From an optimization exercise on the open Yosys and OpenROAD flow, aimed at small area and a short achievable clock period; shortcuts taken in it are not production practice.
Only simulation tests tie the RTL to the original design; equivalence was not proved.
Power figures rest on the tool's default switching activity, not on a simulated workload.

==> design/flow/design.v <==
`default_nettype none
package automaton_pkg;
  typedef logic [8-1:0]        ste_vec_t;        
  typedef logic [8-1:0]     symbol_t;
  typedef logic [10-1:0]     wb_adr_t;
  typedef logic [32-1:0]    wb_data_t;        
  typedef logic [$clog2(8)-1:0] ste_idx_t;
  typedef logic [16-1:0] report_count_t;
  typedef enum logic {
    BUS_IDLE,
    BUS_ACK
  } bus_state_t;
endpackage
`default_nettype wire
`default_nettype none
module wb_config_port (
  input  logic                          clk,
  input  logic                          rst,
  input  logic                          cyc,
  input  logic                          stb,
  input  logic                          we,
  input  automaton_pkg::wb_adr_t        adr,
  input  automaton_pkg::wb_data_t       dat_w,
  output automaton_pkg::wb_data_t       dat_r,
  output logic                          ack,
  output logic                          cfg_we,
  output automaton_pkg::ste_idx_t       cfg_ste,
  output logic [3:0]                    cfg_ofs,
  output automaton_pkg::wb_data_t       cfg_data,
  output automaton_pkg::symbol_t        symbol,
  output logic                          step,
  output logic                          clear,
  input  automaton_pkg::ste_vec_t       active,
  input  automaton_pkg::report_count_t  report_count
);
  localparam int OFS_BITS = $clog2(16);
  localparam automaton_pkg::wb_adr_t STE_REGION_END = automaton_pkg::wb_adr_t'(8 * 16);
  automaton_pkg::bus_state_t state;
  logic       wr_stb;
  logic       rd_stb;
  logic       in_ste_region;
  always_ff @(posedge clk) begin
    if (rst) begin
      state <= automaton_pkg::BUS_IDLE;
    end else begin
      case (state)
        automaton_pkg::BUS_IDLE: begin
          if (cyc && stb) begin
            state <= automaton_pkg::BUS_ACK;
          end
        end
        automaton_pkg::BUS_ACK: begin
          state <= automaton_pkg::BUS_IDLE;
        end
        default: begin
          state <= automaton_pkg::BUS_IDLE;
        end
      endcase
    end
  end
  assign ack = (state == automaton_pkg::BUS_ACK);
  assign wr_stb        = ack && we;
  assign rd_stb        = ack && !we;
  assign in_ste_region = (adr < STE_REGION_END);
  assign cfg_we   = wr_stb && in_ste_region;
  assign cfg_ste  = adr[OFS_BITS +: $clog2(8)];
  assign cfg_ofs  = adr[OFS_BITS-1:0];
  assign cfg_data = dat_w;
  assign symbol = dat_w[8-1:0];
  assign step   = wr_stb && (adr == 10'h200);
  assign clear  = wr_stb && (adr == 10'h203);
  always_comb begin
    dat_r = '0;
    if (rd_stb) begin
      case (adr)
        10'h201: dat_r = automaton_pkg::wb_data_t'(active);
        10'h202:  dat_r = automaton_pkg::wb_data_t'(report_count);
        default:     dat_r = '0;
      endcase
    end
  end
endmodule
`default_nettype wire
`default_nettype none
module ste_cell #(
  parameter int STE_ID = 0
) (
  input  logic                     clk,
  input  logic                     rst,
  input  logic                     cfg_we,
  input  automaton_pkg::ste_idx_t  cfg_ste,
  input  logic [3:0]               cfg_ofs,
  input  automaton_pkg::wb_data_t  cfg_data,
  input  automaton_pkg::symbol_t   symbol,
  input  logic                     active,
  output automaton_pkg::ste_vec_t  contrib,
  output logic                     hit
);
  localparam int WORD_BITS = $clog2(8);
  localparam int BIT_BITS  = $clog2(32);
  automaton_pkg::wb_data_t class_q [8];   
  automaton_pkg::ste_vec_t succ_q;
  logic     start_q;
  logic     report_q;
  logic     sel;
  logic     class_bit;
  logic     match;
  assign sel = cfg_we && (cfg_ste == automaton_pkg::ste_idx_t'(STE_ID));
  always_ff @(posedge clk) begin
    if (rst) begin
      for (int k = 0; k < 8; k++) begin
        class_q[k] <= '0;
      end
      succ_q   <= '0;
      start_q  <= 1'b0;
      report_q <= 1'b0;
    end else if (sel) begin
      if (cfg_ofs < 8) begin
        class_q[cfg_ofs[WORD_BITS-1:0]] <= cfg_data;
      end else if (cfg_ofs == 4'd8) begin
        succ_q <= cfg_data[8-1:0];
      end else if (cfg_ofs == 4'd9) begin
        start_q  <= cfg_data[0];
        report_q <= cfg_data[1];
      end
    end
  end
  assign class_bit = class_q[symbol[8-1 -: WORD_BITS]][symbol[BIT_BITS-1:0]];
  assign match   = (active || start_q) && class_bit;
  assign contrib = match ? succ_q : '0;
  assign hit     = match && report_q;
endmodule
`default_nettype wire
`default_nettype none
module activation_router (
  input  logic                          clk,
  input  logic                          rst,
  input  logic                          step,
  input  logic                          clear,
  input  logic [8*8-1:0]      contrib,   
  input  automaton_pkg::ste_vec_t       hit,
  output automaton_pkg::ste_vec_t       active,
  output logic                          report,
  output automaton_pkg::report_count_t  report_count
);
  automaton_pkg::ste_vec_t next_active;
  logic     any_hit;
  always_comb begin
    next_active = '0;
    for (int i = 0; i < 8; i++) begin
      next_active = next_active | contrib[i*8 +: 8];
    end
  end
  assign any_hit = |hit;
  always_ff @(posedge clk) begin
    if (rst || clear) begin
      active       <= '0;
      report       <= 1'b0;
      report_count <= '0;
    end else if (step) begin
      active <= next_active;
      report <= any_hit;
      if (any_hit) begin
        report_count <= report_count + 1'b1;   
      end
    end else begin
      report <= 1'b0;   
    end
  end
endmodule
`default_nettype wire
`default_nettype none
module automaton_top (
  input  logic                     clk,
  input  logic                     rst,
  input  logic                     cyc,
  input  logic                     stb,
  input  logic                     we,
  input  automaton_pkg::wb_adr_t   adr,
  input  automaton_pkg::wb_data_t  dat_w,
  output automaton_pkg::wb_data_t  dat_r,
  output logic                     ack,
  output logic                     report
);
  logic          cfg_we;
  automaton_pkg::ste_idx_t      cfg_ste;
  logic [3:0]    cfg_ofs;
  automaton_pkg::wb_data_t      cfg_data;
  automaton_pkg::symbol_t       symbol;
  logic          step;
  logic          clear;
  automaton_pkg::ste_vec_t      active;
  automaton_pkg::report_count_t report_count;
  logic [8*8-1:0]    contrib;          
  automaton_pkg::ste_vec_t      hit;
  wb_config_port port_i (
    .clk          (clk),
    .rst          (rst),
    .cyc          (cyc),
    .stb          (stb),
    .we           (we),
    .adr          (adr),
    .dat_w        (dat_w),
    .dat_r        (dat_r),
    .ack          (ack),
    .cfg_we       (cfg_we),
    .cfg_ste      (cfg_ste),
    .cfg_ofs      (cfg_ofs),
    .cfg_data     (cfg_data),
    .symbol       (symbol),
    .step         (step),
    .clear        (clear),
    .active       (active),
    .report_count (report_count)
  );
  for (genvar g = 0; g < 8; g++) begin : g_ste
    ste_cell #(
      .STE_ID (g)
    ) cell_i (
      .clk      (clk),
      .rst      (rst),
      .cfg_we   (cfg_we),
      .cfg_ste  (cfg_ste),
      .cfg_ofs  (cfg_ofs),
      .cfg_data (cfg_data),
      .symbol   (symbol),
      .active   (active[g]),
      .contrib  (contrib[g*8 +: 8]),
      .hit      (hit[g])
    );
  end
  activation_router router_i (
    .clk          (clk),
    .rst          (rst),
    .step         (step),
    .clear        (clear),
    .contrib      (contrib),
    .hit          (hit),
    .active       (active),
    .report       (report),
    .report_count (report_count)
  );
endmodule
`default_nettype wire
==> design/flow/run.sh <==
#!/bin/bash
# synth_recipe.tcl (not shown) runs the flow's synth.tcl, then flattens the netlist and writes it again
# the make line also repeats each setting of config.mk as NAME=value (left out here)
make -C /OpenROAD-flow-scripts/flow DESIGN_CONFIG=/design/flow/config.mk WORK_HOME=/design/flow/orfs CLKGATE_MAP_FILE= SYNTH_SCRIPT=/design/flow/synth_recipe.tcl finish
==> design/flow/config.mk <==
export PLATFORM = sky130hd
export DESIGN_NAME = automaton_top
export DESIGN_NICKNAME = automaton_top
export VERILOG_FILES = /design/flow/design.v
export SDC_FILE = /design/flow/constraint.sdc
export NUM_CORES = 4
export LEC_CHECK = 0
export CAP_MARGIN = 20
export CORE_MARGIN = 2
export CORE_UTILIZATION = 40
export SLEW_MARGIN = 20
==> design/flow/constraint.sdc <==
create_clock -name core_clock -period 5.0 [get_ports {clk}]
set_input_delay 1.0000 -clock core_clock [delete_from_list [all_inputs] [get_ports {clk}]]
set_output_delay 1.0000 -clock core_clock [all_outputs]
set_load 0.01 [all_outputs]
==> impl_metrics.tcl <==
set metrics [dict create \
    outcome "finished clean" \
    crit_path_top_delay_cell "clkdlybuf4s50_1" \
    holdBufCountCts 0 \
    drt_iter0_markers 7800 \
    startpoint "adr[1]" \
    grt_max_degree 115 \
    syn_avg_cell_area_um2 14.7 \
    die_x_um 500 \
    swShare 0.234 \
    synth_cells 6694 \
    fill_cells 21172 \
    post_cts_buffers 0 \
    initial_core_util 0.401 \
    vias 59777 \
    clk_pin_slew_ns 0.06 \
    synth_area_um2 98400 \
    final_util 0.455 \
    critical_path_required_ns 4.00 \
    routed_wl_um 309000 \
    synth_edf_count 2048 \
    p_per_area_nw_per_um2 354 \
    pwr-share-seq 0.515 \
    setup_viol 0 \
    die-area_um2 250000 \
    drive_gt1_frac 0.190 \
    insertion_delay_ns 0.89 \
    max_slew_margin 0.207 \
    design_area_um2 112000 \
    finClkSkew_ns 0.0504 \
    cts.htree.levels 4 \
    reg2regPathDepth 13 \
    p_leak_nw 40.6 \
    fin_ws_ns 0.529 \
    preCtsSetupSlack_ns -0.148 \
    period_needed_ns 4.47 \
    placed_cell_area_um2 105000 \
    r2r-start "g_ste[6].cell_i.class_q[6][30]$_SDFFCE_PN0P_" \
    ctsResizeCount 0 \
    synth.yosys.warnings 10 \
    final_nets 6856 \
    numCtsBuffers 225 \
    final-hold-violation-count 0 \
    r2r-end "router_i.report_count[1]$_SDFFE_PP0P_" \
    max_cap_violations 0 \
    cp-end-kind "output port" \
    fmax_mhz 224 \
    grt-ovfl-total 0 \
    cp-endpoint "dat_r[8]" \
    fin_crit_sh 0.894 \
    synth_seq_cells 2154 \
    slowest_delay_ns 0.74 \
    area_growth_pct 13.4 \
    async_reset_ff_frac 0 \
    worstPathArrival_ns 3.47 \
    p_clk_frac 0.411 \
    gp_congestion 0.887 \
    crit_chain "clkdlybuf4s50_1, or3b_4, nor2_1, inv_1, nor2_1, and2_1, clkdlybuf4s50_1" \
    cts_root_buffer "clkbuf_16" \
    switching_power_mw 9.26 \
    seqCellArea_um2 63600 \
    clockBufferDepth 3 \
    crit_fanout 8 \
    startpoint_type "input port" \
    drc 0 \
    synth-seq-area-share 0.647 \
    synth-main-ff-cell "edfxtp_1" \
    die_h_um 500 \
    viasPerCell 5.84 \
    rsz0062_at_grt "false" \
    antenna_found_initial 25 \
    crit_type "in -> out" \
    worstMarginPinSlew_ns 1.19 \
    wire_per_inst_um 30.2 \
    place_hpwl_um 193000 \
    ioPinCount 81 \
    grt_pass1_vias 59142 \
    multi_input_area_um2 31400 \
    max-vdd-ir-drop_v 0.000321 \
    portBuffers 64 \
    r2r_slack_ns 1.13 \
    drv_slew 0 \
    tns_ns 0 \
    pwr-share-comb 0.074 \
    detail-route-antenna-nets 0 \
    internal-power_mw 30.2 \
    rows 182 \
    clkSinkCount 2154 \
    whs_ns 0.469 \
    grt_pass1_wl_um 441000 \
    drt_pass1_iterations 6 \
    cts_tree "yes" \
    grt_use_total 0.245 \
    core_area_um2 245000 \
    synth_cell_types 87 \
    hold_class "reg -> reg" \
]
[critical path, delay by kind of cell]
kind	cells	cell delay, ns
buf+inv	3	1.38
simple gates	4	1.08
[through the flow]
| step | total power [mW] | cells |
|---|---|---|
| after floorplan | 22.2 | 6709 |
| after global placement | 23.6 | 9801 |
| after detailed placement | 23.6 | 9801 |
| after CTS | 39.6 | 10223 |
| after global routing | 40.5 | 10223 |
| final | 39.5 | 10231 |
[cell usage in the layout, fill, tap and decap left out, drive strengths merged, types with 101 or more instances in the layout]
master,Yosys,final
mux2i,264,264
a22oi,156,156
and2,1684,1684
buf,223,536
a21oi,113,113
clkbuf,470,299
edfxtp,2048,2048
clkinv,0,101
nor3,392,392
mux4,422,422
nor2,247,247
dfxtp,106,106
[layer usage]
metal | GRT usage | share of wire | up-vias
met2 | 0.384 | 0.46 | 2980
met4 | 0.0706 | 0.029 | 6
met5 | 0 | 0.00011 | -
met1 | 0.348 | 0.41 | 31159
met3 | 0.0439 | 0.093 | 504
li1 | - | - | 25128
[cell usage after synthesis, drive strengths merged (4+ instances only)]
| master | count | area [um2] |
|---|---|---|
| edfxtp | 2048 | 61500 |
| a22oi | 156 | 1170 |
| a31oi | 20 | 125 |
| and2b | 4 | 35.0 |
| nor2b | 8 | 50.1 |
| or3b | 5 | 43.8 |
| o21ai | 38 | 190 |
| mux2i | 264 | 2640 |
| nor2 | 247 | 937 |
| mux4 | 422 | 9790 |
| or4 | 12 | 92.6 |
| and2 | 1684 | 10500 |
| a21oi | 113 | 566 |
| or2 | 69 | 432 |
| nand2b | 9 | 56.3 |
| o2111ai | 5 | 43.8 |
| clkbuf | 470 | 1900 |
| a22o | 15 | 136 |
| dfxtp | 106 | 2120 |
| o31ai | 9 | 72.6 |
| nand2 | 99 | 372 |
| mux2 | 15 | 169 |
| o221ai | 11 | 103 |
| nor4 | 7 | 43.8 |
| nor3 | 392 | 1960 |
| inv | 18 | 67.6 |
| and3 | 6 | 38.8 |
| nand3b | 7 | 52.6 |
| nand3 | 54 | 275 |
| nand4 | 11 | 68.8 |
| a211oi | 22 | 165 |
| or3 | 9 | 57.6 |
| a221oi | 37 | 324 |
| buf | 223 | 1560 |
| o22ai | 21 | 131 |
| o211ai | 11 | 82.6 |
| a2111oi | 4 | 67.6 |
| o41ai | 6 | 52.6 |
[layout make-up]
| type | instances | share of cell area |
|---|---|---|
| well taps | 3220 | 0.0361 |
| diodes | 8 | 0.000179 |
| clock inverters | 123 | 0.00950 |
| flip-flops and latches | 2154 | 0.570 |
| clock buffers | 299 | 0.0538 |
| multi-input cells | 3841 | 0.281 |
| repair buffers | 568 | 0.0486 |
| inverters | 18 | 0.000751 |
[power by group through the flow]
stage                     logic [mW]  clock network, mW  registers [mW]
after floorplan                 1.57                  0            20.7
after detailed placement        2.89                  0            20.7
after CTS                       2.89               16.4            20.3
after global placement          2.87                  0            20.7
after global routing            3.00               17.1            20.4
final                           2.90               16.2            20.3
[state kept, by name, indices dropped and copies added (netlist names)]
| register | flops |
|---|---|
| g_ste.cell_i.succ_q | 64 |
| g_ste.cell_i.report_q | 8 |
| port_i.state | 1 |
| router_i.report_count | 16 |
| g_ste.cell_i.start_q | 8 |
| router_i.report | 1 |
| g_ste.cell_i.class_q | 2048 |
| router_i.active | 8 |
[worst min-delay path by stage]
stage | from | to | cells after the start
6_report | g_ste[0].cell_i.start_q$_SDFFE_PP0P_ | g_ste[0].cell_i.start_q$_SDFFE_PP0P_ | 2
5_1_grt | g_ste[0].cell_i.start_q$_SDFFE_PP0P_ | g_ste[0].cell_i.start_q$_SDFFE_PP0P_ | 2
4_1_cts | g_ste[1].cell_i.start_q$_SDFFE_PP0P_ | g_ste[1].cell_i.start_q$_SDFFE_PP0P_ | 2
3_5_place_dp | g_ste[3].cell_i.start_q$_SDFFE_PP0P_ | g_ste[3].cell_i.start_q$_SDFFE_PP0P_ | 2
3_3_place_gp | g_ste[1].cell_i.start_q$_SDFFE_PP0P_ | g_ste[1].cell_i.start_q$_SDFFE_PP0P_ | 2
2_1_floorplan | g_ste[3].cell_i.report_q$_SDFFE_PP0P_ | g_ste[3].cell_i.report_q$_SDFFE_PP0P_ | 2
[cell families after synthesis]
logic type / Yosys count / synth area share
flops: 2154 / 0.647
other cells: 1 / 0.0000381
simple gates: 2628 / 0.153
buf+inv: 714 / 0.0364
xor+xnor: 2 / 0.000178
compound gates: 493 / 0.0352
mux: 701 / 0.128
fa+ha+maj: 1 / 0.000127

-- what the ideal ports hide --
Ports are ideal in the flow. The routed layout listed here was re-timed in OpenROAD.
Step 1, drivers: a clkbuf_16 drives clk and a buf_2 each remaining input, both assumed.
Step 2 times the ports against the registers' clock, not the clock port: input delays grow and output delays shrink by t, the midpoint of the rising clock arrivals with the driver on.
Slacks: ideal / step 1 / step 2; pairs: ideal / step 1.
t, ns: 0.962
setup slack, ns: 0.529 / 0.492 / -0.227
worst data-port slew with drivers (ns): 0.17
Met with ideal ports but missed after step 2: setup timing in this run. For this run, drivers alone change the setup slack by -0.037 ns; drivers and shift together by -0.756 ns.
